Background: an optimization exercise with open tools, aiming at small area. Do not read the settings as production practice. Only simulation tests tie the RTL to the original design; equivalence was not proved. The clock port is modelled as an ideal driver; clocking choices that lean on that would not hold on a real chip. Power and IR drop assume default switching activity.

==> design.v <==
package axi_xdma_st_data_pkg;
    localparam logic [1:0] COUNTER_NORMAL = 2'b00;
    localparam logic [1:0] COUNTER_DOWN   = 2'b01;
    localparam logic [1:0] COUNTER_STOP   = 2'b10;
    localparam logic [1:0] RANDOM_DATA    = 2'b11;
    typedef enum logic [1:0] {CLEAR = 2'd0, SEED = 2'd1, CHECK = 2'd2} chk_state_e;
    localparam int CFG_MODE      = 0;
    localparam int CFG_AUTO_SEED = 2;
    localparam int CFG_CLEAR     = 3;
    localparam int CFG_BP_EN     = 4;
    localparam int CFG_PRESET    = 5;
endpackage
module axis_bp_lfsr #(
    parameter logic [15:0] SEED = 16'hACE1
) (
    input  logic        i_clk,
    input  logic        i_rst_n,
    input  logic        i_en,
    output logic [15:0] o_lfsr
);
    logic [15:0] r_lfsr;
    assign o_lfsr = r_lfsr;
    always_ff @(posedge i_clk) begin
        if (!i_rst_n)
            r_lfsr <= SEED;
        else if (i_en)
            r_lfsr <= {1'b0, r_lfsr[15:1]} ^ (r_lfsr[0] ? 16'hB400 : 16'h0000);
    end
endmodule
module axi_xdma_st_data_chk_slave_stream #(
    parameter int          C_S_AXIS_TDATA_WIDTH  = 128,
    parameter int          NUMBER_OF_INPUT_WORDS = 64,
    parameter logic [15:0] BP_LFSR_SEED          = 16'hACE1
) (
    input  logic                              S_AXIS_ACLK,
    input  logic                              S_AXIS_ARESETN,
    input  logic                              S_AXIS_TVALID,
    input  logic [C_S_AXIS_TDATA_WIDTH-1:0]   S_AXIS_TDATA,
    input  logic [C_S_AXIS_TDATA_WIDTH/8-1:0] S_AXIS_TSTRB,
    input  logic                              S_AXIS_TLAST,
    output logic                              S_AXIS_TREADY,
    input  logic [31:0]                       config_reg0,
    input  logic [31:0]                       config_reg1,
    input  logic [31:0]                       config_reg2,
    output logic [63:0]                       beat_count,
    output logic [31:0]                       pkt_count,
    output logic [31:0]                       data_err_count,
    output logic [31:0]                       tlast_err_count,
    output logic                              first_err_valid,
    output logic [C_S_AXIS_TDATA_WIDTH-1:0]   first_err_data,
    output logic [C_S_AXIS_TDATA_WIDTH-1:0]   first_err_expected,
    output logic [31:0]                       first_err_beat
);
    function automatic logic [63:0] pre_and64(input logic [63:0] x);
        logic [7:0] blk, ball;
        logic [63:0] c;
        logic r;
        for (int b = 0; b < 8; b++) begin
            r = 1'b1;
            for (int i = 0; i < 8; i++) begin
                c[8*b+i] = r;
                r = r & x[8*b+i];
            end
            blk[b] = r;
        end
        ball[0] = 1'b1;
        for (int b = 1; b < 8; b++) ball[b] = ball[b-1] & blk[b-1];
        for (int b = 1; b < 8; b++)
            for (int i = 0; i < 8; i++) c[8*b+i] = c[8*b+i] & ball[b];
        pre_and64 = c;
    endfunction
    localparam int W = C_S_AXIS_TDATA_WIDTH;
    logic         r_clear, r_seed;           
    logic         r_tready;
    logic [63:0]  r_beat_count;
    logic [31:0]  r_pkt_count, r_data_err_count, r_tlast_err_count, r_first_err_beat;
    logic         r_first_err_valid;
    logic [W-1:0] r_expected, r_first_err_data, r_first_err_expected;
    logic [5:0]   r_beat_idx;
    logic [15:0]  w_lfsr;
    axis_bp_lfsr #(.SEED(BP_LFSR_SEED)) u_bp_lfsr (
        .i_clk   (S_AXIS_ACLK),
        .i_rst_n (S_AXIS_ARESETN),
        .i_en    (1'b1),
        .o_lfsr  (w_lfsr)
    );
    logic rst, ld, clr, acc, act, chk, m0, m1, m3, en, a, b, sel_t, sel_e, cin;
    logic [31:0] p1, p2;
    assign rst = ~S_AXIS_ARESETN;
    assign ld  = rst | r_clear;
    assign clr = config_reg0[3];
    assign acc = S_AXIS_TVALID & r_tready;
    assign act = acc & ~ld;
    assign chk = ~r_clear & ~r_seed;
    assign m0  = config_reg0[1:0] == 2'd0;
    assign m1  = config_reg0[1:0] == 2'd1;
    assign m3  = config_reg0[1:0] == 2'd3;
    assign p1  = config_reg1 & {32{~rst & config_reg0[5]}};
    assign p2  = config_reg2 & {32{~rst & config_reg0[5]}};
    assign en    = act & ~m3;
    assign a     = en & m0;
    assign b     = en & m1;
    assign sel_t = r_seed & ~m3;
    assign sel_e = ~ld & ~r_seed;
    assign cin   = b | ld | (r_seed & m3);   
    logic [W-1:0] base, nexp;
    logic [63:0]  y, gp, pp, hq, hpre;
    logic         c64;
    logic [63:0] G, P;
    always_comb begin
        base = ({W{sel_t}} & S_AXIS_TDATA) | ({W{sel_e}} & r_expected);
        for (int i = 0; i < 64; i++) y[i] = i < 32 ? (config_reg1[i] ? a : b) : (config_reg2[i-32] ? a : b);
        pp = base[63:0] ^ y;
        gp = base[63:0] & y;
        G = gp;
        P = pp;
        G[0] = gp[0] | (pp[0] & cin);
        for (int l = 0; l < 6; l++)
            for (int i = 2**(l+1) - 1; i < 64; i += 2**(l+1)) begin
                G[i] = G[i] | (P[i] & G[i - 2**l]);
                P[i] = P[i] & P[i - 2**l];
            end
        for (int l = 4; l >= 0; l--)
            for (int i = 3 * 2**l - 1; i < 64; i += 2**(l+1))
                G[i] = G[i] | (P[i] & G[i - 2**l]);
        nexp[0] = pp[0] ^ cin;
        for (int i = 1; i < 64; i++) nexp[i] = pp[i] ^ G[i-1];
        c64 = G[63];
        hq   = base[127:64] ^ {64{m1}};
        hpre = pre_and64(hq) & {64{en & (c64 ^ m1)}};
        nexp[127:64] = base[127:64] ^ hpre;
    end
    logic neq, derr, at_last, terr, cap, hold;
    assign neq     = |(S_AXIS_TDATA ^ r_expected);
    assign derr    = (chk & ~m3 & neq) | ~(&S_AXIS_TSTRB);
    assign at_last = &r_beat_idx;
    assign terr    = S_AXIS_TLAST ^ at_last;
    assign cap     = act & derr & ~r_first_err_valid;
    assign hold    = ~ld & ~cap;
    logic  cap_e, cap_1;
    assign cap_e   = cap & ~r_seed;
    assign cap_1   = cap & r_seed;
    logic [63:0] beat_t, beat_pre;
    logic [31:0] pkt_t, derr_t, terr_t;
    logic [63:0] pkt_pre, derr_pre, terr_pre;
    logic        derr_full, terr_full;
    assign beat_pre  = pre_and64(r_beat_count);
    assign beat_t    = beat_pre & {64{act}};
    assign pkt_pre   = pre_and64({32'd0, r_pkt_count});
    assign pkt_t     = pkt_pre[31:0] & {32{act & S_AXIS_TLAST}};
    assign derr_pre  = pre_and64({32'd0, r_data_err_count});
    assign derr_full = derr_pre[31] & r_data_err_count[31];
    assign derr_t    = derr_pre[31:0] & {32{act & derr & ~derr_full}};
    assign terr_pre  = pre_and64({32'd0, r_tlast_err_count});
    assign terr_full = terr_pre[31] & r_tlast_err_count[31];
    assign terr_t    = terr_pre[31:0] & {32{act & terr & ~terr_full}};
    assign S_AXIS_TREADY      = r_tready;
    assign beat_count         = r_beat_count;
    assign pkt_count          = r_pkt_count;
    assign data_err_count     = r_data_err_count;
    assign tlast_err_count    = r_tlast_err_count;
    assign first_err_valid    = r_first_err_valid;
    assign first_err_data     = r_first_err_data;
    assign first_err_expected = r_first_err_expected;
    assign first_err_beat     = r_first_err_beat;
    always_ff @(posedge S_AXIS_ACLK) begin
        r_clear  <= rst | clr;
        r_seed   <= ~rst & ~clr & (r_clear ? config_reg0[2] : (r_seed & ~acc));
        r_tready <= ~rst & ~clr & (~config_reg0[4] | w_lfsr[0]);
        r_expected <= nexp;
        r_beat_count      <= ld ? {p2, p1} : (r_beat_count ^ beat_t);
        r_pkt_count       <= ld ? p2 : (r_pkt_count ^ pkt_t);
        r_data_err_count  <= ld ? p1 : (r_data_err_count ^ derr_t);
        r_tlast_err_count <= ld ? p2 : (r_tlast_err_count ^ terr_t);
        r_first_err_valid    <= ~ld & (r_first_err_valid | (act & derr));
        r_first_err_data     <= {W{~ld}} & (r_first_err_data | ({W{cap}} & S_AXIS_TDATA));
        r_first_err_expected <= {W{~ld}} & (r_first_err_expected | ({W{cap_e}} & r_expected) | {{(W-1){1'b0}}, cap_1});
        r_first_err_beat     <= {32{~ld}} & (r_first_err_beat | ({32{cap}} & r_beat_count[31:0]));
        r_beat_idx <= (ld | (act & S_AXIS_TLAST)) ? 6'd0 : (act ? r_beat_idx + 6'd1 : r_beat_idx);
    end
endmodule
==> flow/run.sh <==
#!/bin/bash
set -euo pipefail
if [[ -f flow/extra.mk ]]; then cat flow/extra.mk >> config.mk; fi
rm -rf scripts && cp -r "$FLOW_HOME/scripts" scripts
cp flow/abc_area.script scripts/abc_area.script
SCRIPTS_DIR="$PWD/scripts" bash standard.sh > standard.log 2>&1
==> flow/abc_area.script <==
&get -n
&st
&dch
&nf -a
&put
topo
stime -c
dnsize -c
==> flow/extra.mk <==
export BUFFER_PORTS_ARGS = -buffer_cell sky130_fd_sc_hd__buf_1
export CTS_ARGS = -sink_clustering_enable -repair_clock_nets -dont_use_dummy_load -buf_list {sky130_fd_sc_hd__clkbuf_4 sky130_fd_sc_hd__clkbuf_8 sky130_fd_sc_hd__clkbuf_16} -sink_clustering_size 25 -sink_clustering_max_diameter 80
export ADDER_MAP_FILE =
==> standard.sh <==
#!/bin/bash
# synth_recipe.tcl (not shown) runs the flow's synth.tcl, then flattens the netlist and writes it again
# the make line also repeats each setting of config.mk as NAME=value (left out here)
make -C /OpenROAD-flow-scripts/flow DESIGN_CONFIG=/design/flow/config.mk WORK_HOME=/design/flow/orfs CLKGATE_MAP_FILE= SYNTH_SCRIPT=/design/flow/synth_recipe.tcl "${@:-finish}"
==> config.mk <==
export PLATFORM = sky130hd
export DESIGN_NAME = axi_xdma_st_data_chk_slave_stream
export DESIGN_NICKNAME = axi_xdma_st_data_chk_slave_stream
export VERILOG_FILES = /design/flow/design.v
export SDC_FILE = /design/flow/constraint.sdc
export NUM_CORES = 4
export LEC_CHECK = 0
export ABC_AREA = 1
export CAP_MARGIN = 20
export CORE_AREA = 2 2 198 198
export DIE_AREA = 0 0 200 200
export SLEW_MARGIN = 20
export BUFFER_PORTS_ARGS = -buffer_cell sky130_fd_sc_hd__buf_1
export CTS_ARGS = -sink_clustering_enable -repair_clock_nets -dont_use_dummy_load -buf_list {sky130_fd_sc_hd__clkbuf_4 sky130_fd_sc_hd__clkbuf_8 sky130_fd_sc_hd__clkbuf_16} -sink_clustering_size 25 -sink_clustering_max_diameter 80
export ADDER_MAP_FILE =
==> constraint.sdc <==
create_clock -name core_clock -period 6.0 [get_ports {S_AXIS_ACLK}]
set_input_delay 1.2000 -clock core_clock [delete_from_list [all_inputs] [get_ports {S_AXIS_ACLK}]]
set_output_delay 1.2000 -clock core_clock [all_outputs]
set_load 0.01 [all_outputs]
==> flow_summary.toml, run 1 <==
[die]
die_h_um = 200
die_area_sq_um = 40000
ioPinCount = 694
rows = 71
die_w_um = 200
start_util_pct = 68.0
core_sq_um = 37800

[routing]
wl_um = 86800
dr_wl_met3_um = 9190
wl_per_cell_um = 20.7
ant_nets = 0
viasPerCell = 6.14
met1_length_um = 32100
post-route-drc-count = 0
firstDrtPassIters = 6
top_layer = "met4"
vias = 25700
drt-initial-drc-count = 2177
wl_met2_um = 39800

[worst_setup_path]
required_ns = 6.50
crit_fanout = 23
crit_slowest_cell = "nor3_2"
r2r_setup_slack_ns = 0.86
critPathMaxStageDelay_ns = 0.49
crit_buf_inv = 4
crit_type = "primary input to flip-flop"
cp-end-kind = "flip-flop"
cpLargestDelayFamily = "simple AND/OR/NAND/NOR gates"
startpoint_type = "primary input"
timing.critical_path.cells = "buf_1 -> nor3b_4 -> buf_4 -> buf_4 -> a22oi_1 -> xnor2_1 -> nor4bb_1 -> buf_4 -> and3_1 -> and4_1 -> and3_1 -> and3_1 -> nand2_1 -> nor4_1 -> nand2_1 -> nor3_2 -> nand4_1 -> xor2_1"
cp_data_arrival_time_ns = 6.01

[placed_design]
place_congestion = 0.970
port_buffers = 667
post-place-ws_ns = 0.0112
post-dp-hpwl_um = 65900

[clock_network]
clk_latency_ns = 0.61
htree_levels = 1
clock_sinks = 602
cts_resized = 0
path_clk_slew_ns = 0.09
cts_hold_buf = 0
root_buffer = "clkbuf_16"
clk_path_buf_depth = 3
cts_tree = "yes"
cts_made_buffers = 31
post_cts_buffers = 0

[timing]
slew_headroom_pct = 25.9
fmax_ghz = 0.181
setup_viol_count_final = 0
fin_crit_ns = 5.51
hold_violations = 0
rsz0062_at_grt = "false"
final-max-slew-violation-count = 0
hold_slack_ns = 0.417
setup_ws_ns = 0.486
period_share_pct = 91.9
clock_skew_ns = 0.0430
max_slew.worst_pin.slew_ns = 1.11

[run]
max-cap-violations = 0

[grt]
grt_pass1_vias = 23800
grt_start_max_net_pins = 121
grt_overflow_total = 0
grt_pass1_wl_um = 130000
antenna_found_initial = 10
grt_util_all_layers_pct = 41.5

[synthesis]
synth_top_cell_by_area = "dfxtp_1"
ys_seq_area_share_pct = 46.9
syn_avg_cell_area_sq_um = 8.81
synth-edff-count = 0
synthArstFlopShare_pct = 0
synth_flop_cell = "dfxtp_1"
synthDominantCellAreaShare_pct = 46.9
netlist_top_cells_area = "dfxtp_1, xnor2_1, a21oi_1"
netlist_area_sq_um = 25700
ys.warnings.count = 2
ys_seq_elements = 602
syn_inst = 2916
syn_nets = 3160
ys_types = 51

[final_layout]
final_nets = 3914
drive_gt1_share_pct = 3.24
syn_to_final_growth_pct = 18.0

[power_and_ir_drop]
powerDensity_nw_per_um2 = 235
leakagePower_nw = 9.66
vdd_drop_max_v = 0.000246

[worst_hold_path]
hp-class = "flip-flop to flip-flop"

[outcome]
status = "no timing/DRC/antenna violations"
==> flip-flops by register name (all words and copies together) (netlist names), 32 cells and up <==
name and count:
r_expected 128, r_first_err_data 128, r_data_err_count 32, r_first_err_expected 128, r_pkt_count 32, r_first_err_beat 32, r_tlast_err_count 32, r_beat_count 64
==> per-layer routing <==
layer  global-route usage, %  vias to the layer above
met5                       0                        -
met4                    25.3                        0
met3                    10.8                      288
met2                    67.2                     1403
met1                    49.6                    12100
li1                        -                    11900
==> Yosys cell counts, drive strengths merged, types with 3 or more instances <==
library cell  instances
maj3                 17
o31ai                88
and3                 77
dfxtp               602
and2                 42
nand2b               32
or3                   6
a31oi                11
a311oi                3
nand2               171
nand4                63
o21a                 13
a41oi                 4
and4                 22
a21oi               409
xor2                104
nand3                52
xnor2               296
clkinv               35
or4                   3
o21ai               166
a211oi                9
nor4                 24
a21boi                7
nor2                408
nor3                 47
nor4bb                3
or2                  19
a211o                 6
a22oi               128
nor2b                22
==> placed cells by master, fill, tap and decap left out, types with 6 or more instances in the layout <==
cell,instances
and2_0,41
or3_1,6
a211o_1,6
diode_2,11
nor4_1,24
maj3_1,16
o21a_1,13
a22oi_1,128
nand2b_1,30
o31ai_1,83
nor2_1,406
nor3_1,44
a21oi_1,408
xor2_1,104
or2_0,19
clkbuf_16,31
buf_4,49
a211oi_1,8
nand4_1,63
o21ai_0,163
xnor2_1,296
and3_1,74
buf_1,667
and4_1,22
dfxtp_1,602
nor2b_1,16
nand3_1,52
clkinv_1,35
a31oi_1,11
nand2_1,170
==> through the flow <==
| step | power [mW] | cells | TNS (ns) | utilization (%) | area (sq um) |
|---|---|---|---|---|---|
| 6_report | 7.11 | 4190 | 0 | 80.3 | 30300 |
| 3_3_place_gp | 4.98 | 4148 | 0 | 78.1 | 29500 |
| 2_1_floorplan | 4.69 | 2916 | -325.34 | - | 25900 |
| 4_1_cts | 7.10 | 4179 | 0 | 80.2 | 30300 |
| 5_1_grt | 7.32 | 4188 | 0 | 80.2 | 30300 |
| 3_5_place_dp | 5.01 | 4148 | 0 | 78.1 | 29500 |
==> area by class of cell <==
class / count / area [sq um]
Antenna cell: 11 / 27.5
Clock buffer: 31 / 776
Fill cell: 2730 / 7460
Inverter: 35 / 131
Multi-Input combinational cell: 2279 / 13700
Sequential cell: 602 / 12100
Tap cell: 511 / 639
Timing Repair Buffer: 721 / 2960
==> cells by family (layout without fill, tap and decap cells) <==
logic type / after synthesis / in the layout / synth area share (%)
other: 0 / 11 / 0
and+or+nand+nor: 999 / 999 / 18.5
adders and majority gates: 17 / 17 / 0.662
DFF: 602 / 602 / 46.9
muxes: 1 / 1 / 0.0390
xor gates and xnor gates: 400 / 400 / 13.6
buffers and inverters: 35 / 787 / 0.511
AOI/OAI and AO/OA: 862 / 862 / 19.7
==> power breakdown <==
part	leakage, nW	total, mW	switching [mW]	internal [mW]
Combinational	4.39	0.728	0.461	0.266
Clock	0.382	2.16	1.25	0.917
Sequential	4.89	4.22	0.116	4.10
Total	9.66	7.11	1.83	5.29
==> worst paths after layout <==
| kind | endpoint | cells past startpoint | from |
|---|---|---|---|
| setup / recovery | r_expected[123] | 18 | S_AXIS_ARESETN |
| hold / removal | u_bp_lfsr.r_lfsr[7] | 1 | u_bp_lfsr.r_lfsr[8] |
| setup reg to reg | r_expected[123] | 15 | r_seed |
| hold reg to reg | u_bp_lfsr.r_lfsr[7] | 1 | u_bp_lfsr.r_lfsr[8] |
==> run 2, diff against run 1 <==
==> flow/extra.mk (replaced) <==
export BUFFER_PORTS_ARGS = -buffer_cell sky130_fd_sc_hd__buf_1
export CTS_ARGS = -sink_clustering_enable -repair_clock_nets -dont_use_dummy_load -buf_list {sky130_fd_sc_hd__clkbuf_8} -sink_clustering_size 16 -sink_clustering_max_diameter 50
export ADDER_MAP_FILE =
--- a/config.mk
+++ b/config.mk
@@ -13,3 +13,3 @@
 export BUFFER_PORTS_ARGS = -buffer_cell sky130_fd_sc_hd__buf_1
-export CTS_ARGS = -sink_clustering_enable -repair_clock_nets -dont_use_dummy_load -buf_list {sky130_fd_sc_hd__clkbuf_4 sky130_fd_sc_hd__clkbuf_8 sky130_fd_sc_hd__clkbuf_16} -sink_clustering_size 25 -sink_clustering_max_diameter 80
+export CTS_ARGS = -sink_clustering_enable -repair_clock_nets -dont_use_dummy_load -buf_list {sky130_fd_sc_hd__clkbuf_8} -sink_clustering_size 16 -sink_clustering_max_diameter 50
 export ADDER_MAP_FILE =
==> run 2 against run 1 <==
Net effect: still clean; core utilization fell by 0.27 points; sequential cell count did not move; die area unchanged; combinational power about the same; maximum frequency down 0.89%; register-to-register slack worse by 0.12 ns; final area is 0.33% lower; routed wire length is 0.61% higher; critical path type unchanged; largest cell class unchanged; highest routed layer unchanged.
==> flow_summary.toml, run 2 <==
[power_and_ir_drop]
p_sw_share_pct = 26.7
powerDensity_nw_per_um2 = 231
leakagePower_nw = 9.63
power_mw = 6.96
clockPowerShare_pct = 28.9
p_seq_share_pct = 60.6
p_comb_share_pct = 10.5
p_switching_mw = 1.86
vdd_drop_max_v = 0.000228
intPower_mw = 5.10

[worst_setup_path]
crit_slowest_cell = "nor3_2"
cp-end-kind = "flip-flop"
crit_buf_inv = 4
critPathMaxStageDelay_ns = 0.49
cp_data_arrival_time_ns = 6.10
timing.critical_path.cells = "buf_1 -> nor3b_4 -> buf_4 -> buf_4 -> a22oi_1 -> xnor2_1 -> nor4bb_1 -> buf_4 -> and3_1 -> and4_1 -> and3_1 -> and3_1 -> nand2_1 -> nor4_1 -> nand2_1 -> nor3_2 -> nand3_1 -> xor2_1"
required_ns = 6.54
crit_type = "primary input to flip-flop"
startpoint_type = "primary input"
r2r_setup_slack_ns = 0.74
cpLargestDelayFamily = "simple AND/OR/NAND/NOR gates"
crit_fanout = 23

[synthesis]
synth_top_cell_by_area = "dfxtp_1"
synthArstFlopShare_pct = 0
netlist_top_cells_area = "dfxtp_1, xnor2_1, a21oi_1"
synth-edff-count = 0
syn_nets = 3160
ys.warnings.count = 2
syn_inst = 2916
synth_commonest_cells = "dfxtp_1, a21oi_1, nor2_1"
ys_types = 51
ys_seq_elements = 602
yosysMostFrequentCell = "dfxtp_1"
syn_avg_cell_area_sq_um = 8.81
netlist_area_sq_um = 25700
ys_seq_area_share_pct = 46.9
synth_flop_cell = "dfxtp_1"
synthDominantCellAreaShare_pct = 46.9

[placed_design]
place_congestion = 0.970
port_buffers = 667
post-dp-hpwl_um = 65900
post-place-ws_ns = 0.0112

[final_layout]
syn_to_final_growth_pct = 17.6
fill_cells = 2768
final_nets = 3932
multi_input_area_sq_um = 13700
largest_registers = "r_expected x128, r_first_err_data x128, r_first_err_expected x128"
drive_gt1_share_pct = 3.72
fin_util_pct = 80.0
regArea_sq_um = 12100
layout_commonest_cell = "buf_1"
mostFrequentLayoutCells = "buf_1, dfxtp_1, a21oi_1"

[clock_network]
post_cts_buffers = 0
clk_latency_ns = 0.68
cts_made_buffers = 49
path_clk_slew_ns = 0.10
cts_hold_buf = 0
htree_levels = 2
clk_path_buf_depth = 3
root_buffer = "clkbuf_8"
cts_resized = 0
cts_tree = "yes"
clock_sinks = 602

[timing]
clock_skew_ns = 0.0484
hold_violations = 0
fmax_ghz = 0.180
slew_headroom_pct = 25.7
setup_ws_ns = 0.436
hold_slack_ns = 0.416
setup_viol_count_final = 0
max_slew.worst_pin.slew_ns = 1.11
fin_setup_tns_ns = 0
rsz0062_at_grt = "false"
fin_crit_ns = 5.56
period_share_pct = 92.7
final-max-slew-violation-count = 0

[die]
rows = 71
die_h_um = 200
ioPinCount = 694
die_area_sq_um = 40000
die_w_um = 200
core_sq_um = 37800
start_util_pct = 68.0

[routing]
post-route-drc-count = 0
ant_nets = 0
firstDrtPassIters = 7
drt-initial-drc-count = 2103
vias = 25800
wl_per_cell_um = 20.7
viasPerCell = 6.12
wl_um = 87300

[grt]
grt_overflow_total = 0
grt_use_met3_pct = 11.8
grt_use_met1_pct = 49.3
grt_pass1_vias = 23800
antenna_found_initial = 10
grt_start_max_net_pins = 121
grtUsageMet2_pct = 66.4
grt.busiest_layer = "met2"
grt_util_all_layers_pct = 41.6
grt_pass1_wl_um = 129000

[run]
max-cap-violations = 0

[outcome]
status = "no timing/DRC/antenna violations"

[worst_hold_path]
hp-class = "flip-flop to flip-flop"
[run 2: cell types whose count changed in the layout (fill, tap and decap cells not counted), sizes merged]
| cell | before | now |
|---|---|---|
| clkbuf | 31 | 49 |
[run 2: per-layer routing]
metal  share of wire (%)  up-vias
met5                   0        -
met4                 7.1        0
met3                  11      329
met2                  45     1401
met1                  37    12100
li1                    -    12000
[run 2: path summary, 6_finish.rpt]
check / startpoint / to / cells past startpoint
worst max-delay path: S_AXIS_ARESETN / r_expected[121] / 18
worst min-delay path: u_bp_lfsr.r_lfsr[7] / u_bp_lfsr.r_lfsr[6] / 1
worst min register to register: u_bp_lfsr.r_lfsr[7] / u_bp_lfsr.r_lfsr[6] / 1
worst max register to register: r_seed / r_expected[121] / 17
[run 2: cells by family (layout without fill, tap and decap cells)]
group                      count (synthesis)  count (layout)  share of synthesized area [%]
AOI/OAI and AO/OA                        862             862                           19.7
xor gates and xnor gates                 400             400                           13.6
adders and majority gates                 17              17                          0.662
buffers and inverters                     35             805                          0.511
DFF                                      602             602                           46.9
muxes                                      1               1                         0.0390
other                                      0              11                              0
and+or+nand+nor                          999             999                           18.5
[run 2: power groups by stage]
stage               Combinational, mW  Sequential, mW  Clock (mW)
finish                          0.728            4.22        2.01
global placement                0.686            4.30           0
floorplan                       0.390            4.30           0
global route                    0.782            4.23        2.14
CTS                             0.713            4.21        2.01
detailed placement              0.707            4.31           0
[run 2: through the flow]
step | cells | area, sq um
3_5_place_dp | 4148 | 29500
2_1_floorplan | 2916 | 25900
3_3_place_gp | 4148 | 29500
6_report | 4208 | 30200
5_1_grt | 4206 | 30200
4_1_cts | 4197 | 30200
[run 2: area by class of cell]
type	instances	area share, %
Multi-Input combinational cell	2279	45.4
Sequential cell	602	39.9
Timing Repair Buffer	721	9.81
Clock buffer	49	2.23
Tap cell	511	2.12
Inverter	35	0.435
Antenna cell	11	0.0912
==> run 3, diff against run 2 <==
==> flow/abc_area.script (replaced) <==
&get -n
&st
&dch
&nf -a -R 1000
&put
topo
stime -c
dnsize -c
--- a/config.mk
+++ b/config.mk
@@ -9,4 +9,4 @@
 export CAP_MARGIN = 20
-export CORE_AREA = 2 2 198 198
-export DIE_AREA = 0 0 200 200
+export CORE_AREA = 2 2 194 194
+export DIE_AREA = 0 0 196 196
 export SLEW_MARGIN = 20
==> run 3 against run 2 <==
Net effect: combinational power up 5.2%; core utilization rose by 2.3 points; count of clock-buffer cells in the layout shrank 2; worst setup slack worse by 0.12 ns; critical endpoint is now r_expected[116].
==> flow_summary.toml, run 3 <==
[outcome]
status = "no timing/DRC/antenna violations"

[worst_setup_path]
cp_data_arrival_time_ns = 6.24
crit_type = "primary input to flip-flop"
cp-end-kind = "flip-flop"
startpoint_type = "primary input"
required_ns = 6.56
crit_fanout = 35
crit_slowest_cell = "nor4_1"
cpLargestDelayFamily = "simple AND/OR/NAND/NOR gates"
critPathMaxStageDelay_ns = 0.57
crit_buf_inv = 6

[timing]
fin_crit_ns = 5.69
final-max-slew-violation-count = 0
hold_violations = 0
clock_skew_ns = 0.0751
setup_viol_count_final = 0
slew_headroom_pct = 31.1
fin_setup_tns_ns = 0
fmax_ghz = 0.176
rsz0062_at_grt = "false"
hold_slack_ns = 0.422
max_slew.worst_pin.slew_ns = 1.03
period_share_pct = 94.8

[final_layout]
fin_util_pct = 82.3
final_nets = 3948
layout_commonest_cell = "buf_1"
syn_to_final_growth_pct = 18.1
drive_gt1_share_pct = 5.05
largest_registers = "r_expected x128, r_first_err_data x128, r_first_err_expected x128"
instances_no_fill = 4174
mostFrequentLayoutCells = "buf_1, dfxtp_1, nor2_1"

[routing]
wl_per_cell_um = 20.7
post-route-drc-count = 0
vias = 25600
ant_nets = 0
firstDrtPassIters = 8
drt-initial-drc-count = 2413
viasPerCell = 6.13
wl_um = 86300

[grt]
grt_util_all_layers_pct = 43.0
grt.busiest_layer = "met2"
grt_pass1_vias = 23900
grt_start_max_net_pins = 266
grt_use_met1_pct = 50.5
grt_overflow_total = 0
grt_use_met3_pct = 9.40
grt_pass1_wl_um = 130000
antenna_found_initial = 4
grtUsageMet2_pct = 70.8

[clock_network]
clk_path_buf_depth = 3
post_cts_buffers = 0
cts_tree = "yes"
htree_levels = 2
cts_made_buffers = 47
clk_latency_ns = 0.68
path_clk_slew_ns = 0.10
clock_sinks = 602
root_buffer = "clkbuf_8"

[power_and_ir_drop]
leakagePower_nw = 9.77
power_mw = 6.99
powerDensity_nw_per_um2 = 233
p_switching_mw = 1.89
p_seq_share_pct = 60.7
vdd_drop_max_v = 0.000251
p_comb_share_pct = 11.0
p_sw_share_pct = 27.0
clockPowerShare_pct = 28.3
intPower_mw = 5.11

[synthesis]
synthXorXnorAreaFrac_pct = 13.5
ys.warnings.count = 2
syn_nets = 3179
synth_commonest_cells = "dfxtp_1, nor2_1, a21oi_1"
ys_seq_elements = 602
yosys.area_share.simple_pct = 18.3
synth_top_cell_by_area = "dfxtp_1"
netlist_top_cells_area = "dfxtp_1, xnor2_1, a21oi_1"
synthAdderAreaFrac_pct = 1.10
synth_top_family_by_area = "compound AO/OA/AOI/OAI gates"
syn_inst = 2935
netlist_area_sq_um = 25400
synthDominantCellAreaShare_pct = 47.5
syn_avg_cell_area_sq_um = 8.65
synth-edff-count = 0
yosysMostFrequentCell = "dfxtp_1"
ys_types = 41
synth_flop_cell = "dfxtp_1"
synthArstFlopShare_pct = 0
muxShareOfSynthArea_pct = 0.217
ys_seq_area_share_pct = 47.5
synth_compound_area_share_pct = 18.6

[placed_design]
place_congestion = 0.967
port_buffers = 667
dp.cells = 4122
post-dp-hpwl_um = 64600

[die]
rows = 70
ioPinCount = 694
start_util_pct = 69.7
die_area_sq_um = 38400
die_h_um = 196
core_sq_um = 36400
die_w_um = 196

[run]
max-cap-violations = 0

[worst_hold_path]
hp-class = "flip-flop to flip-flop"
[run 3: logic make-up after synthesis]
family	Yosys count
mux	5
xor+xnor	390
buf+inv	62
flops	602
compound gates	821
fa+ha+maj	28
simple gates	1027
[run 3: stage by stage]
step | area, sq um | setup slack [ns]
floorplan | 25700 | -5.78
global placement | 29300 | -0.0433
detailed placement | 29300 | -0.220
CTS | 29900 | 0.424
global route | 30000 | 0.0193
finish | 30000 | 0.315
[run 3: layout make-up]
| type | instances | area, sq um |
|---|---|---|
| antenna | 4 | 10.0 |
| clock buffer | 47 | 647 |
| fill | 2408 | 6450 |
| inverter | 62 | 233 |
| multi-input combinational | 2271 | 13500 |
| sequential | 602 | 12100 |
| tap | 468 | 586 |
| timing repair buffer | 720 | 2980 |
[run 3: worst register-to-register path: cells and delay by family (launching register included)]
kind | cells | cell delay, ns
AOI/OAI and AO/OA | 4 | 0.66
xor gates and xnor gates | 2 | 0.30
buffers and inverters | 5 | 1.22
DFF | 1 | 0.39
and+or+nand+nor | 15 | 2.63
[run 3: metal layers]
metal	routed length, um	vias up
met4	6510	0
met1	32100	12000
met2	39800	1393
met3	7930	333
li1	-	11800
met5	0	-
[run 3: worst paths after layout]
kind	from	to	slack, ns	cells past startpoint
min	u_bp_lfsr.r_lfsr[1]	u_bp_lfsr.r_lfsr[0]	0.42	1
max	S_AXIS_ARESETN	r_expected[116]	0.31	27
max reg2reg	r_clear	r_expected[116]	0.69	26
min reg2reg	u_bp_lfsr.r_lfsr[1]	u_bp_lfsr.r_lfsr[0]	0.42	1
[run 3: power groups by stage]
stage,Clock [mW],Sequential [mW],Combinational (mW)
2_1_floorplan,0,4.33,0.434
3_3_place_gp,0,4.32,0.714
3_5_place_dp,0,4.33,0.742
4_1_cts,1.97,4.24,0.749
5_1_grt,2.10,4.26,0.822
6_report,1.98,4.25,0.766
[run 3: what timing repair did]
action,4_1_cts,5_1_grt
hold endpoints to repair,0,0
endpoints found under the setup margin,0,2
hold buffers,0,0
resized for setup,0,1
==> run 4, diff against run 3 <==
--- a/flow/extra.mk
+++ b/flow/extra.mk
@@ -3 +3,2 @@
 export ADDER_MAP_FILE =
+export RECOVER_POWER = 100
--- a/config.mk
+++ b/config.mk
@@ -15 +15,2 @@
 export ADDER_MAP_FILE =
+export RECOVER_POWER = 100
==> run 4 against run 3 <==
Net effect: the layout now fails its checks (capacitance limit, slew limit); final cell count about the same; non-clock buffer count stayed put; die area did not move; clock power about the same; total power is essentially flat; critical path type unchanged.
==> flow_summary.toml, run 4 <==
[outcome]
status = "finished with violations"
check.faults = "capacitance limit, slew limit"

[die]
die_w_um = 196
rows = 70
core_sq_um = 36400
die_area_sq_um = 38400
die_h_um = 196
start_util_pct = 69.7
ioPinCount = 694

[power_and_ir_drop]
clockPowerShare_pct = 28.4
power_mw = 6.99
powerDensity_nw_per_um2 = 234
vdd_drop_max_v = 0.000252
p_sw_share_pct = 26.9
p_seq_share_pct = 60.8
intPower_mw = 5.11
leakagePower_nw = 9.70
p_comb_share_pct = 10.9
p_switching_mw = 1.88

[synthesis]
netlist_area_sq_um = 25400
ys.warnings.count = 2
syn_avg_cell_area_sq_um = 8.65
ys_seq_area_share_pct = 47.5
synth_commonest_cells = "dfxtp_1, nor2_1, a21oi_1"
synthArstFlopShare_pct = 0
synth_top_cell_by_area = "dfxtp_1"
synthDominantCellAreaShare_pct = 47.5
synth-edff-count = 0
ys_types = 41
netlist_top_cells_area = "dfxtp_1, xnor2_1, a21oi_1"
syn_inst = 2935
ys_seq_elements = 602
yosysMostFrequentCell = "dfxtp_1"
synth_flop_cell = "dfxtp_1"
syn_nets = 3179

[timing]
setup_viol_count_final = 0
clock_skew_ns = 0.0769
fmax_ghz = 0.176
fin_crit_ns = 5.68
period_share_pct = 94.6
setup_ws_ns = 0.322
max_slew.worst_pin.slew_ns = 3.46
slew_headroom_pct = -131
rsz0062_at_grt = "false"
final-max-slew-violation-count = 104
hold_violations = 0

[worst_setup_path]
crit_buf_inv = 5
crit_top_cell = "nor3_1"
critPathCapture = "r_expected[70]"
cp_num_cells = 23
worstReg2RegStart = "r_clear"
timing.critical_path.cells = "clkbuf_1 -> nand2_1 -> and2_4 -> buf_4 -> a22oi_1 -> clkinv_1 -> xnor2_1 -> nor3_1 -> a311oi_1 -> nor3_1 -> or3_4 -> a31oi_4 -> nor3_1 -> nor2_2 -> clkinv_1 -> a31o_1 -> or2_1 -> a21oi_4 -> buf_12 -> nor2b_1 -> nor2b_4 -> nand2_1 -> xor2_1"
regToRegEndpoint = "r_beat_count[63]"
cp_data_arrival_time_ns = 6.24
crit_slowest_cell = "or3_4"
startpoint_type = "primary input"
crit_fanout = 69
r2r_cells = 24
critPathMaxStageDelay_ns = 0.44
r2r_setup_slack_ns = 0.55
cp-end-kind = "flip-flop"
cp-startpoint = "config_reg0[1]"
crit_type = "primary input to flip-flop"
required_ns = 6.56
cpLargestDelayFamily = "simple AND/OR/NAND/NOR gates"

[final_layout]
drive_gt1_share_pct = 4.02
largest_registers = "r_expected x128, r_first_err_data x128, r_first_err_expected x128"
syn_to_final_growth_pct = 17.4
final_nets = 3948
mostFrequentLayoutCells = "buf_1, dfxtp_1, nor2_1"
fin_util_pct = 81.8
layout_commonest_cell = "buf_1"
instances_no_fill = 4177

[routing]
post-route-drc-count = 0
wl_met2_um = 39500
wl_um = 86000
top_layer = "met4"
drt-initial-drc-count = 2389
wl_per_cell_um = 20.6
viasPerCell = 6.13
met1_length_um = 31400
firstDrtPassIters = 8
vias = 25600
ant_nets = 0
dr_wl_met3_um = 8480

[clock_network]
cts_made_buffers = 47
clock_sinks = 602
clk_path_buf_depth = 3
cts_tree = "yes"
clk_latency_ns = 0.68
root_buffer = "clkbuf_8"
post_cts_buffers = 0
path_clk_slew_ns = 0.09
htree_levels = 2

[placed_design]
dp.cells = 4122
post-place-ws_ns = -0.220
port_buffers = 667
post-dp-hpwl_um = 64600
place_congestion = 0.967

[grt]
antenna_found_initial = 4
grt_pass1_vias = 23900
grt_overflow_total = 0
grt_pass1_wl_um = 130000
grt_util_all_layers_pct = 43.0
grt_start_max_net_pins = 266

[run]
max-cap-violations = 2

[worst_hold_path]
hp-class = "flip-flop to flip-flop"
==> run 4: power groups by stage <==
stage               Combinational (mW)  Clock [mW]  Sequential (mW)
floorplan                        0.434           0             4.33
global placement                 0.714           0             4.32
detailed placement               0.742           0             4.33
CTS                              0.749        1.97             4.24
global route                     0.817        2.10             4.26
finish                           0.761        1.98             4.25
==> run 4: cells by family (layout without fill, tap and decap cells) <==
logic type / Yosys count / in the layout / share of synthesized area (%)
DFF: 602 / 602 / 47.5
muxes: 5 / 5 / 0.217
buffers and inverters: 62 / 829 / 0.917
AOI/OAI and AO/OA: 821 / 821 / 18.6
other: 0 / 7 / 0
and+or+nand+nor: 1027 / 1027 / 18.3
adders and majority gates: 28 / 28 / 1.10
xor gates and xnor gates: 390 / 390 / 13.5
==> run 4: area by class of cell <==
type / instances / area (sq um)
Sequential cell: 602 / 12100
Timing Repair Buffer: 720 / 2930
Tap cell: 468 / 586
Multi-Input combinational cell: 2271 / 13300
Fill cell: 2443 / 6620
Clock buffer: 47 / 647
Antenna cell: 7 / 17.5
Inverter: 62 / 233
==> run 4: worst min path at each step <==
stage | end | slack, ns | cells after the start | from
2_1_floorplan | u_bp_lfsr.r_lfsr[0] | 0.39 | 1 | u_bp_lfsr.r_lfsr[1]
3_3_place_gp | u_bp_lfsr.r_lfsr[5] | 0.39 | 1 | u_bp_lfsr.r_lfsr[6]
3_5_place_dp | u_bp_lfsr.r_lfsr[0] | 0.40 | 1 | u_bp_lfsr.r_lfsr[1]
4_1_cts | u_bp_lfsr.r_lfsr[0] | 0.43 | 1 | u_bp_lfsr.r_lfsr[1]
5_1_grt | u_bp_lfsr.r_lfsr[4] | 0.45 | 1 | u_bp_lfsr.r_lfsr[5]
6_report | u_bp_lfsr.r_lfsr[0] | 0.42 | 1 | u_bp_lfsr.r_lfsr[1]
==> run 4: worst reg2reg max path, stage by stage, from the launching register on <==
cell and delay, ns:
dfxtp_1 0.37, nand2b_2 0.20, nor2_1 0.14, and3_1 0.22
and2_4 0.17, and3_4 0.21, and3_4 0.19, and2_4 0.19
nor3b_1 0.40, and3_1 0.39, and3_1 0.28, and3_1 0.21
nand2_2 0.09, nor3_2 0.20, and2_0 0.20, and4_4 0.26
and3_4 0.21, and3_4 0.20, and2_4 0.15, and3_4 0.18
and2_4 0.14, and3_4 0.23, and4_1 0.25, xnor2_1 0.12
o21ai_0 0.08
==> run 4: layer usage <==
metal	track usage, %	vias up
met4	29.1	0
met5	0	-
li1	-	11800
met3	9.40	334
met1	50.5	12000
met2	70.8	1458
==> run 4: what timing repair did <==
| action | in CTS | in global routing |
|---|---|---|
| gates resized for setup | 0 | 1 |
| setup endpoints to repair | 0 | 2 |
| hold buffers | 0 | 0 |
==> run 4: stage by stage <==
stage               hold WS, ns  cell area [sq um]  setup TNS [ns]
global route              0.445              29800               0
detailed placement        0.397              29300           -6.10
finish                    0.423              29800               0
floorplan                 0.386              25700        -1260.18
global placement          0.394              29300          -0.427
CTS                       0.427              29900               0
==> run 5, diff against run 4 <==
--- a/flow/run.sh
+++ b/flow/run.sh
@@ -5,2 +5,3 @@
 cp flow/abc_area.script scripts/abc_area.script
+if [[ -f flow/global_route.tcl ]]; then cp flow/global_route.tcl scripts/global_route.tcl; fi
 SCRIPTS_DIR="$PWD/scripts" bash standard.sh > standard.log 2>&1
==> flow/abc_area.script (replaced) <==
&get -n
&st
&dch
&nf -a
&put
topo
stime -c
dnsize -c
==> flow/global_route.tcl (new file) <==
utl::set_metrics_stage "globalroute__{}"
source $::env(SCRIPTS_DIR)/load.tcl
erase_non_stage_variables grt
load_design 4_cts.odb 4_cts.sdc

# This proc is here to allow us to use 'return' to return early from this
# file which is sourced
proc global_route_helper { } {
  source_step_tcl PRE GLOBAL_ROUTE

  set res_aware ""
  append_env_var res_aware ENABLE_RESISTANCE_AWARE -resistance_aware 0

  proc do_global_route { res_aware } {
    set all_args [concat [list \
      -congestion_report_file $::global_route_congestion_report] \
      $::env(GLOBAL_ROUTE_ARGS) {*}$res_aware]

    log_cmd global_route {*}$all_args
  }
  set additional_args ""
  append_env_var additional_args dbProcessNode -db_process_node 1
  append_env_var additional_args VIA_IN_PIN_MIN_LAYER -via_in_pin_bottom_layer 1
  append_env_var additional_args VIA_IN_PIN_MAX_LAYER -via_in_pin_top_layer 1

  log_cmd pin_access {*}$additional_args

  set result [catch { do_global_route $res_aware } errMsg]

  if { $result != 0 } {
    if { !$::env(GENERATE_ARTIFACTS_ON_FAILURE) } {
      orfs_write_db $::env(RESULTS_DIR)/5_1_grt-failed.odb
      error $errMsg
    }
    orfs_write_sdc $::env(RESULTS_DIR)/5_1_grt.sdc
    orfs_write_db $::env(RESULTS_DIR)/5_1_grt.odb
    return
  }

  set_placement_padding -global \
    -left $::env(CELL_PAD_IN_SITES_DETAIL_PLACEMENT) \
    -right $::env(CELL_PAD_IN_SITES_DETAIL_PLACEMENT)

  set_propagated_clock [all_clocks]
  log_cmd estimate_parasitics -global_routing

  if { [env_var_exists_and_non_empty DONT_USE_CELLS] } {
    set_dont_use $::env(DONT_USE_CELLS)
  }

  if { !$::env(SKIP_INCREMENTAL_REPAIR) } {
    if { $::env(DETAILED_METRICS) } {
      report_metrics 5 "global route pre repair design"
    }

    # Repair design using global route parasitics
    repair_design_helper
    if { $::env(DETAILED_METRICS) } {
      report_metrics 5 "global route post repair design"
    }

    # Running DPL to fix overlapped instances
    # Run to get modified net by DPL
    log_cmd global_route -start_incremental
    log_cmd detailed_placement
    # Route only the modified net by DPL
    log_cmd global_route -end_incremental {*}$res_aware \
      -congestion_report_file $::env(REPORTS_DIR)/congestion_post_repair_design.rpt

    # Repair timing using global route parasitics
    puts "Repair setup and hold violations..."
    log_cmd estimate_parasitics -global_routing

    repair_timing_helper

    if { $::env(DETAILED_METRICS) } {
      report_metrics 5 "global route post repair timing"
    }

    # Running DPL to fix overlapped instances
    # Run to get modified net by DPL
    log_cmd global_route -start_incremental
    log_cmd detailed_placement
    # Route only the modified net by DPL
    log_cmd global_route -end_incremental {*}$res_aware \
      -congestion_report_file $::env(REPORTS_DIR)/congestion_post_repair_timing.rpt
  }


  log_cmd global_route -start_incremental
  recover_power_helper
  # the power recovery's downsizing can leave slew violations; repair them
  if { $::env(RECOVER_POWER) != 0 } {
    repair_design_helper
  }
  # Route the modified nets by rsz journal restore
  log_cmd global_route -end_incremental {*}$res_aware \
    -congestion_report_file $::env(REPORTS_DIR)/congestion_post_recover_power.rpt

  if {
    !$::env(SKIP_ANTENNA_REPAIR) &&
    [env_var_exists_and_non_empty MAX_REPAIR_ANTENNAS_ITER_GRT]
  } {
    puts "Repair antennas..."
    repair_antennas -iterations $::env(MAX_REPAIR_ANTENNAS_ITER_GRT)
    check_placement -verbose
    check_antennas -report_file $::env(REPORTS_DIR)/grt_antennas.log
  }

  puts "Estimate parasitics..."
  log_cmd estimate_parasitics -global_routing

  report_metrics 5 "global route"

  # Write SDC to results with updated clock periods that are just failing.
  # Use make target update_sdc_clock to install the updated sdc.
  source [file join $::env(SCRIPTS_DIR) "write_ref_sdc.tcl"]

  write_guides $::env(RESULTS_DIR)/route.guide
  source_step_tcl POST GLOBAL_ROUTE
  orfs_write_db $::env(RESULTS_DIR)/5_1_grt.odb
  orfs_write_sdc $::env(RESULTS_DIR)/5_1_grt.sdc
}

global_route_helper
==> run 5 against run 4 <==
Net effect: the run now finishes clean; sequential share of layout area is 0.40 points lower; routed wire length is 2.0% higher; final area is 1.0% higher; sequential power hardly changed; final cell count is 0.19% lower; count of clock-buffer cells in the layout is 2 higher; clock skew is 0.014 ns lower; critical path type unchanged; largest cell class unchanged; highest routed layer is now met5.
==> flow_summary.toml, run 5 <==
[grt]
grt_overflow_total = 0
grt_pass1_vias = 24300
grt_util_all_layers_pct = 43.7
antenna_found_initial = 12
grt_start_max_net_pins = 204
grt_pass1_wl_um = 132000

[outcome]
status = "no timing/DRC/antenna violations"

[timing]
slew_headroom_pct = 29.3
final-max-slew-violation-count = 0
setup_viol_count_final = 0
clock_skew_ns = 0.0625
hold_violations = 0
rsz0062_at_grt = "false"
hold_slack_ns = 0.378
max_slew.worst_pin.slew_ns = 1.06
fin_crit_ns = 5.61
fmax_ghz = 0.178
period_share_pct = 93.5

[synthesis]
ys_seq_area_share_pct = 46.9
synth_top_cell_by_area = "dfxtp_1"
synth_flop_cell = "dfxtp_1"
syn_avg_cell_area_sq_um = 8.81
yosysMostFrequentCell = "dfxtp_1"
netlist_top_cells_area = "dfxtp_1, xnor2_1, a21oi_1"
yosys.area_share.simple_pct = 18.5
synthArstFlopShare_pct = 0
syn_inst = 2916
muxShareOfSynthArea_pct = 0.0390
synth_top_family_by_area = "compound AO/OA/AOI/OAI gates"
synthDominantCellAreaShare_pct = 46.9
synth_commonest_cells = "dfxtp_1, a21oi_1, nor2_1"
ys.warnings.count = 2
synthXorXnorAreaFrac_pct = 13.6
synth_compound_area_share_pct = 19.7
syn_nets = 3160
synthAdderAreaFrac_pct = 0.662
synth-edff-count = 0
ys_types = 51
ys_seq_elements = 602
netlist_area_sq_um = 25700

[run]
max-cap-violations = 0

[clock_network]
cts_resized = 0
clock_sinks = 602
cts_tree = "yes"
htree_levels = 2
cts_made_buffers = 49
clk_path_buf_depth = 3
root_buffer = "clkbuf_8"
clk_latency_ns = 0.69
path_clk_slew_ns = 0.11
post_cts_buffers = 0
cts_hold_buf = 0

[die]
core_sq_um = 36400
rows = 70
start_util_pct = 70.5
die_h_um = 196
die_w_um = 196
die_area_sq_um = 38400
ioPinCount = 694

[routing]
firstDrtPassIters = 6
wl_per_cell_um = 21.0
drt-initial-drc-count = 2237
post-route-drc-count = 0
vias = 25900
wl_um = 87700
viasPerCell = 6.21
ant_nets = 0

[placed_design]
post-dp-hpwl_um = 66300
port_buffers = 667
place_congestion = 0.951

[worst_setup_path]
cp_data_arrival_time_ns = 6.13
cp-startpoint = "S_AXIS_ARESETN"
crit_type = "primary input to flip-flop"
r2r_cells = 17
required_ns = 6.52
worstReg2RegStart = "r_clear"
regToRegEndpoint = "r_expected[93]"
critPathCapture = "r_expected[93]"
cp-end-kind = "flip-flop"
crit_fanout = 43
startpoint_type = "primary input"
r2r_setup_slack_ns = 0.60

[power_and_ir_drop]
vdd_drop_max_v = 0.000195
powerDensity_nw_per_um2 = 232
leakagePower_nw = 9.62

[final_layout]
regArea_sq_um = 12100
largest_registers = "r_expected x128, r_first_err_data x128, r_first_err_expected x128"
fill_cells = 2453
syn_to_final_growth_pct = 17.2
multi_input_area_sq_um = 13600
drive_gt1_share_pct = 3.09
final_nets = 3935
mostFrequentLayoutCells = "buf_1, dfxtp_1, a21oi_1"
layout_commonest_cell = "buf_1"
fin_util_pct = 82.6

[worst_hold_path]
hp-class = "flip-flop to flip-flop"
==> run 5: changes by cell type in the layout (fill, tap and decap cells not counted), moves of 13 or more <==
cell and change:
clkinv_1 -27, nor2_1 -50, nand2_1 -61, o21ai_1 -16, and2_4 -16, nor3_1 +22
xor2_1 +13, and3_4 -18, nand3_1 +16, and3_1 +17, and4_1 +13, nand2b_1 +13
==> run 5: where the power goes <==
| part | switching [mW] | internal (mW) |
|---|---|---|
| logic | 0.466 | 0.266 |
| clock network | 1.29 | 0.730 |
| registers | 0.115 | 4.10 |
==> run 5: worst min path at each step <==
stage	startpoint	end	slack, ns	depth (start not counted)
floorplan	u_bp_lfsr.r_lfsr[1]	u_bp_lfsr.r_lfsr[0]	0.39	1
global placement	u_bp_lfsr.r_lfsr[12]	u_bp_lfsr.r_lfsr[11]	0.39	1
detailed placement	u_bp_lfsr.r_lfsr[8]	u_bp_lfsr.r_lfsr[7]	0.40	1
CTS	u_bp_lfsr.r_lfsr[12]	u_bp_lfsr.r_lfsr[11]	0.40	1
global route	u_bp_lfsr.r_lfsr[12]	u_bp_lfsr.r_lfsr[11]	0.43	1
finish	u_bp_lfsr.r_lfsr[12]	u_bp_lfsr.r_lfsr[11]	0.38	1
==> run 5: layout make-up <==
type / instances / share of cell area, %
Tap cell: 468 / 1.94
Antenna cell: 12 / 0.0997
Multi-Input combinational cell: 2279 / 45.3
Inverter: 35 / 0.436
Sequential cell: 602 / 40.0
Clock buffer: 49 / 2.24
Timing Repair Buffer: 724 / 9.98
==> run 5: layer usage <==
metal / wire [um] / share of wire [%] / global-route usage [%] / up-vias
met1: 31800 / 36 / 51.3 / 12100
li1: - / - / - / 12000
met5: 12 / 0.014 / 0 / -
met2: 39800 / 45 / 69.3 / 1472
met3: 9120 / 10 / 11.2 / 360
met4: 6970 / 7.9 / 32.5 / 2
==> run 5: critical path, stage by stage <==
cell and delay, ns:
buf_1 0.09, clkbuf_1 0.26, clkbuf_1 0.60, nand2b_4 0.08, a311oi_1 0.41, maj3_1 0.32
o21ai_2 0.09, a221oi_2 0.39, o311a_1 0.38, o311ai_4 0.19, a311oi_4 0.58, o31ai_1 0.20
xnor2_1 0.19, a211oi_4 0.28, buf_12 0.26, and3_2 0.29, nand4_1 0.12, xor2_1 0.16
==> run 5: logic make-up (layout without fill, tap and decap cells) <==
logic type	count (synthesis)	in the layout
muxes	1	1
AOI/OAI and AO/OA	862	862
adders and majority gates	17	17
DFF	602	602
buffers and inverters	35	808
xor gates and xnor gates	400	400
other	0	12
and+or+nand+nor	999	999
==> run 5: through the flow <==
stage	setup TNS, ns	cells	instance area [sq um]	power (mW)	setup slack (ns)
detailed placement	0	4105	29400	5.01	0.0503
floorplan	-325.34	2916	25900	4.69	-1.97
finish	0	4169	30100	6.98	0.389
CTS	0	4154	30100	6.94	0.725
global route	0	4167	30100	7.17	0.122
global placement	0	4105	29400	4.98	0.159
==> run 6, diff against run 5 <==
==> flow/abc_area.script (replaced) <==
&get -n
&st
&dch
&nf -a -R 1000
&put
topo
stime -c
dnsize -c
==> run 6 against run 5 <==
Net effect: register-to-register slack got worse by 0.06 ns; sequential cell count did not move; via count fell by 0.92%; clock skew rose by 0.018 ns; still clean on timing, DRC and antenna; critical path type unchanged; largest power group unchanged.
==> flow_summary.toml, run 6 <==
[outcome]
status = "no timing/DRC/antenna violations"

[routing]
vias = 25700
wl_um = 86500
post-route-drc-count = 0
firstDrtPassIters = 8
drt-initial-drc-count = 2319
viasPerCell = 6.14
wl_per_cell_um = 20.7
ant_nets = 0

[placed_design]
place_congestion = 0.967
post-place-ws_ns = -0.220
port_buffers = 667
post-dp-hpwl_um = 64600
dp.cells = 4122

[worst_setup_path]
cp-end-kind = "flip-flop"
required_ns = 6.57
startpoint_type = "primary input"
cp_data_arrival_time_ns = 6.25
crit_fanout = 35
crit_type = "primary input to flip-flop"

[final_layout]
final_nets = 3950
layout_commonest_cell = "buf_1"
mostFrequentLayoutCells = "buf_1, dfxtp_1, nor2_1"
drive_gt1_share_pct = 4.13
largest_registers = "r_expected x128, r_first_err_data x128, r_first_err_expected x128"
fill_cells = 2424
instances_no_fill = 4177
fin_util_pct = 81.9
syn_to_final_growth_pct = 17.6

[die]
start_util_pct = 69.7
die_h_um = 196
die_w_um = 196
ioPinCount = 694
core_sq_um = 36400
die_area_sq_um = 38400
rows = 70

[timing]
slew_headroom_pct = 32.0
final-max-slew-violation-count = 0
setup_ws_ns = 0.319
fin_crit_ns = 5.68
fin_setup_tns_ns = 0
fmax_ghz = 0.176
max_slew.worst_pin.slew_ns = 1.02
hold_violations = 0
period_share_pct = 94.7
rsz0062_at_grt = "false"
clock_skew_ns = 0.0807
hold_slack_ns = 0.423
setup_viol_count_final = 0

[synthesis]
netlist_top_cells_area = "dfxtp_1, xnor2_1, a21oi_1"
ys_types = 41
synthAdderAreaFrac_pct = 1.10
muxShareOfSynthArea_pct = 0.217
syn_nets = 3179
synth-edff-count = 0
ys_seq_area_share_pct = 47.5
ys_seq_elements = 602
synth_commonest_cells = "dfxtp_1, nor2_1, a21oi_1"
yosysMostFrequentCell = "dfxtp_1"
syn_inst = 2935
yosys.area_share.simple_pct = 18.3
syn_avg_cell_area_sq_um = 8.65
synthArstFlopShare_pct = 0
ys.warnings.count = 2
synth_top_family_by_area = "compound AO/OA/AOI/OAI gates"
synth_top_cell_by_area = "dfxtp_1"
netlist_area_sq_um = 25400
synth_flop_cell = "dfxtp_1"
synthXorXnorAreaFrac_pct = 13.5
synth_compound_area_share_pct = 18.6
synthDominantCellAreaShare_pct = 47.5

[grt]
grt_util_all_layers_pct = 43.0
grt_pass1_wl_um = 130000
antenna_found_initial = 4
grt_overflow_total = 0
grt_start_max_net_pins = 266
grt_pass1_vias = 23900

[clock_network]
cts_tree = "yes"
htree_levels = 2
path_clk_slew_ns = 0.10
root_buffer = "clkbuf_8"
clk_path_buf_depth = 3
cts_hold_buf = 0
clk_latency_ns = 0.69
clock_sinks = 602
cts_made_buffers = 47

[power_and_ir_drop]
leakagePower_nw = 9.72
vdd_drop_max_v = 0.000252
powerDensity_nw_per_um2 = 234

[worst_hold_path]
hp-class = "flip-flop to flip-flop"

[run]
max-cap-violations = 0
[run 6: cell types whose count changed in the layout (fill, tap and decap cells not counted), sizes merged, moves of 11 or more]
cell	change
o21a	-11
nand2b	-14
nand2	+61
nor2	+54
maj3	+11
xor2	-13
o21ai	+16
nand4	-11
clkinv	+27
and4	-12
nand3	-16
nor3	-21
[run 6: worst paths after layout]
check / start / endpoint / slack [ns] / depth (start not counted)
max: S_AXIS_ARESETN / r_expected[70] / 0.32 / 27
min reg2reg: u_bp_lfsr.r_lfsr[1] / u_bp_lfsr.r_lfsr[0] / 0.42 / 1
max reg2reg: r_clear / r_beat_count[63] / 0.54 / 24
min: u_bp_lfsr.r_lfsr[1] / u_bp_lfsr.r_lfsr[0] / 0.42 / 1
[run 6: repair_timing]
action / in CTS / in global routing
setup endpoints to repair: 0 / 2
gates resized for setup: 0 / 1
buffers inserted: 0 / 0
[run 6: layout make-up]
type	instances	area [sq um]	area share, %
Multi-Input combinational cell	2271	13400	44.7
Sequential cell	602	12100	40.4
Timing Repair Buffer	722	2970	9.96
Clock buffer	47	647	2.17
Tap cell	468	586	1.96
Inverter	62	233	0.779
Antenna cell	5	12.5	0.0419
[run 6: worst max-delay path, cell delays in order]
cell and delay [ns]:
buf_1 0.14, nor2b_1 0.19, nand3_1 0.11, clkbuf_1 0.15, nor2_4 0.19, buf_4 0.39
buf_4 0.38, nor2_1 0.07, a21oi_1 0.23, xnor2_1 0.17, nor2_1 0.20, nand2_1 0.08
nor4_1 0.57, nand2b_1 0.11, nand3_1 0.15, a31oi_4 0.07, nor3_1 0.32, nor2_2 0.11
clkinv_1 0.08, a31o_1 0.16, nand2_1 0.11, a21oi_4 0.19, buf_12 0.18, nor2b_1 0.24
nor2b_4 0.20, nand2_1 0.07, xor2_1 0.14
[run 6: metal layers]
metal	wire (um)	up-vias	GRT usage (%)
met2	39700	1396	70.8
met3	8390	351	9.40
met4	6940	0	29.1
met1	31500	12100	50.5
met5	0	-	0
li1	-	11800	-
[run 6: cells by family (layout without fill, tap and decap cells)]
logic type / count (synthesis) / in the layout
buffers and inverters: 62 / 831
AOI/OAI and AO/OA: 821 / 821
other: 0 / 5
and+or+nand+nor: 1027 / 1027
muxes: 5 / 5
adders and majority gates: 28 / 28
xor gates and xnor gates: 390 / 390
DFF: 602 / 602
[run 6: power breakdown]
group          internal, mW  switching [mW]  total, mW  leakage [nW]
clock                 0.702            1.29       1.99         0.338
combinational         0.288           0.475      0.763          4.48
sequential             4.12           0.130       4.25          4.90
total                  5.11            1.89       7.00          9.72
[run 6: stage by stage]
step / power (mW) / cell area [sq um]
2_1_floorplan: 4.76 / 25700
3_3_place_gp: 5.04 / 29300
3_5_place_dp: 5.07 / 29300
4_1_cts: 6.96 / 29900
5_1_grt: 7.18 / 29900
6_report: 7.00 / 29900
==> run 7, diff against run 6 <==
--- a/design.v
+++ b/design.v
@@ -99,3 +99,3 @@
     assign p2  = config_reg2 & {32{~rst & config_reg0[5]}};
-    assign en    = act & ~m3;
+    assign en    = acc & ~r_clear & ~m3;
     assign a     = en & m0;
@@ -103,4 +103,4 @@
     assign sel_t = r_seed & ~m3;
-    assign sel_e = ~ld & ~r_seed;
-    assign cin   = b | ld | (r_seed & m3);   
+    assign sel_e = ~r_clear & ~r_seed;
+    assign cin   = b | r_clear | (r_seed & m3);   
     logic [W-1:0] base, nexp;
==> run 7 against run 6 <==
Net effect: still clean on timing, DRC and antenna; critical path depth decreased by 5; core utilization decreased by 0.80 points; die area unchanged; clock skew decreased by 0.024 ns; critical path type unchanged; maximum frequency decreased by 0.90%.
==> flow_summary.toml, run 7 <==
[power_and_ir_drop]
leakagePower_nw = 9.87
vdd_drop_max_v = 0.000205
power_mw = 6.77
powerDensity_nw_per_um2 = 229

[worst_setup_path]
cp_num_cells = 22
crit_buf_inv = 2
r2r_cells = 21
critPathCapture = "r_expected[115]"
required_ns = 6.55
worstReg2RegStart = "r_clear"
crit_fanout = 20
cp-end-kind = "flip-flop"
crit_type = "primary input to flip-flop"
cp-startpoint = "config_reg0[0]"
cp_data_arrival_time_ns = 6.28
crit_slowest_cell = "o311ai_4"
critPathMaxStageDelay_ns = 0.46
regToRegEndpoint = "r_expected[115]"
cpLargestDelayFamily = "compound AO/OA/AOI/OAI gates"
startpoint_type = "primary input"
r2r_setup_slack_ns = 0.57
timing.critical_path.cells = "clkbuf_1 -> a21oi_1 -> nor2b_1 -> nand2_2 -> nor2_1 -> a21oi_1 -> maj3_2 -> nand2b_1 -> o21ai_0 -> a311oi_4 -> o311ai_4 -> a21oi_4 -> o211ai_1 -> nand3_1 -> nand4_1 -> a41oi_1 -> xnor2_1 -> and2_4 -> clkinv_1 -> nor2_4 -> nand3_1 -> xor2_1"

[synthesis]
yosysMostFrequentCell = "dfxtp_1"
ys_types = 41
ys.warnings.count = 2
syn_avg_cell_area_sq_um = 8.70
synth-edff-count = 0
synth_commonest_cells = "dfxtp_1, a21oi_1, nor2_1"
ys_seq_area_share_pct = 47.8
synth_flop_cell = "dfxtp_1"
netlist_top_cells_area = "dfxtp_1, xnor2_1, a21oi_1"
syn_nets = 3141
synth_top_cell_by_area = "dfxtp_1"
netlist_area_sq_um = 25200
synthArstFlopShare_pct = 0
ys_seq_elements = 602
syn_inst = 2897
synthDominantCellAreaShare_pct = 47.8

[timing]
slew_headroom_pct = 34.3
period_share_pct = 95.5
final-max-slew-violation-count = 0
max_slew.worst_pin.slew_ns = 0.986
fin_crit_ns = 5.73
fin_setup_tns_ns = 0
clock_skew_ns = 0.0566
fmax_ghz = 0.174
hold_violations = 0
setup_viol_count_final = 0
rsz0062_at_grt = "false"

[routing]
drt-initial-drc-count = 2466
ant_nets = 0
firstDrtPassIters = 6
wl_per_cell_um = 21.1
vias = 25300
wl_um = 87000
post-route-drc-count = 0
viasPerCell = 6.13

[final_layout]
final_nets = 3903
mostFrequentLayoutCells = "buf_1, dfxtp_1, a21oi_1"
largest_registers = "r_expected x128, r_first_err_data x128, r_first_err_expected x128"
fin_util_pct = 81.2
instances_no_fill = 4132
final_area_sq_um = 29600
layout_commonest_cell = "buf_1"
syn_to_final_growth_pct = 17.3
fill_cells = 2568
drive_gt1_share_pct = 3.36

[grt]
grt_start_max_net_pins = 112
grt_overflow_total = 0
grt_util_all_layers_pct = 43.3
grt_pass1_wl_um = 130000
grt_pass1_vias = 23500
antenna_found_initial = 9

[run]
max-cap-violations = 0

[clock_network]
cts_hold_buf = 0
path_clk_slew_ns = 0.10
clk_latency_ns = 0.68
htree_levels = 2
cts_resized = 0
clk_path_buf_depth = 3
root_buffer = "clkbuf_8"
cts_tree = "yes"
clock_sinks = 602
cts_made_buffers = 48
post_cts_buffers = 0

[die]
ioPinCount = 694
die_area_sq_um = 38400
rows = 70
start_util_pct = 69.2
core_sq_um = 36400
die_w_um = 196
die_h_um = 196

[placed_design]
dp.cells = 4074
post-dp-hpwl_um = 65500
placed_cell_area_sq_um = 29000
port_buffers = 667
place_congestion = 0.946

[outcome]
status = "no timing/DRC/antenna violations"

[worst_hold_path]
hp-class = "flip-flop to flip-flop"
## run 7: cell types whose count changed in the layout (fill, tap and decap cells not counted), sizes merged, moves of 11 or more
| cell | change |
|---|---|
| nor2 | -27 |
| xnor2 | -41 |
| nand2 | +11 |
| and4 | +11 |
| buf | -15 |
| xor2 | +38 |
| o31ai | -17 |
| or2 | +20 |
| clkinv | -48 |
| maj3 | -12 |
| a21oi | +39 |
## run 7: worst min path at each step
stage | from | endpoint | cells after the start
global route | u_bp_lfsr.r_lfsr[1] | u_bp_lfsr.r_lfsr[0] | 1
detailed placement | u_bp_lfsr.r_lfsr[1] | u_bp_lfsr.r_lfsr[0] | 1
CTS | u_bp_lfsr.r_lfsr[12] | u_bp_lfsr.r_lfsr[11] | 1
floorplan | u_bp_lfsr.r_lfsr[1] | u_bp_lfsr.r_lfsr[0] | 1
finish | u_bp_lfsr.r_lfsr[12] | u_bp_lfsr.r_lfsr[11] | 1
global placement | u_bp_lfsr.r_lfsr[6] | u_bp_lfsr.r_lfsr[5] | 1
## run 7: cell families after synthesis
logic type | Yosys count | synth area share, %
adder cells (fa/ha/maj) | 16 | 0.635
AO/OA/AOI/OAI | 842 | 19.0
buffers and inverters | 15 | 0.223
AND/OR/NAND/NOR | 1035 | 18.9
XOR/XNOR | 387 | 13.4
flip-flops | 602 | 47.8
## run 7: per-stage QoR
stage / hold WS, ns / worst slack, ns
finish: 0.426 / 0.267
global route: 0.454 / 0.0262
CTS: 0.430 / 0.334
detailed placement: 0.403 / -0.307
global placement: 0.390 / -0.0694
floorplan: 0.386 / -1.53
## run 7: routing by layer
layer	GRT usage, %	part of all wire [%]	up-vias
met5	0	0.041	-
li1	-	-	11700
met4	30.0	7.8	6
met1	52.7	37	11900
met3	12.1	11	323
met2	66.9	44	1382
## run 7: worst register-to-register path, stage by stage (launching register included)
cell      delay [ns]
dfxtp_2         0.41
a21oi_1         0.20
nor2b_1         0.24
nand2_2         0.35
nor2_1          0.20
a21oi_1         0.09
maj3_2          0.35
nand2b_1        0.15
o21ai_0         0.23
a311oi_4        0.25
o311ai_4        0.46
a21oi_4         0.19
o211ai_1        0.45
nand3_1         0.17
nand4_1         0.18
a41oi_1         0.15
xnor2_1         0.18
and2_4          0.31
clkinv_1        0.28
nor2_4          0.22
nand3_1         0.12
xor2_1          0.17
## run 7: final cells by class
class	count	area, sq um	area share [%]
Clock buffer	48	661	2.23
Multi-Input combinational cell	2280	13300	45.0
Timing Repair Buffer	712	2900	9.80
Antenna cell	7	17.5	0.0592
Sequential cell	602	12100	40.8
Inverter	15	57.6	0.195
Tap cell	468	586	1.98
## run 7: power breakdown
group / leakage (nW) / switching [mW] / internal [mW]
clock: 0.345 / 1.27 / 0.716
combinational: 4.65 / 0.397 / 0.206
sequential: 4.88 / 0.0942 / 4.08

==> separate check: timing with driven ports <==
No port has a modelled driver above. Below, the same layouts with a new extraction and two added sets of constraints.
Step 1 sets driving cells, clkbuf_16 on the clock port and buf_2 on the other inputs (assumed; they add their load-dependent delay and slew).
Step 2 adds t to the input delays and takes it off the output delays; t is the mean of the earliest and latest rising clock arrival at the registers after step 1. Input paths then give back, and output paths get back, about the clock's delay inside the block.
a / b / c = ideal ports / drivers / drivers and shift; a / b = the first two.
| run | shift t [ns] | setup slack, ns | worst setup path after step 2 | latest minus earliest clock arrival (ns) |
|---|---|---|---|---|
| run 1 | 0.647 | 0.486 / 0.399 / -0.248 | input to register | 0.043 / 0.043 |
| run 2 | 0.712 | 0.436 / 0.353 / -0.359 | input to register | 0.049 / 0.048 |
| run 3 | 0.699 | 0.315 / 0.287 / -0.412 | input to register | 0.075 / 0.075 |
| run 4 | 0.698 | 0.322 / 0.301 / -0.396 | input to register | 0.077 / 0.077 |
| run 5 | 0.712 | 0.389 / 0.294 / -0.417 | input to register | 0.062 / 0.063 |
| run 6 | 0.699 | 0.319 / 0.289 / -0.409 | input to register | 0.080 / 0.081 |
| run 7 | 0.698 | 0.267 / 0.277 / -0.421 | input to register | 0.057 / 0.057 |
For run 5, which loses most, drivers alone change the setup slack by -0.095 ns; drivers and shift together by -0.806 ns.
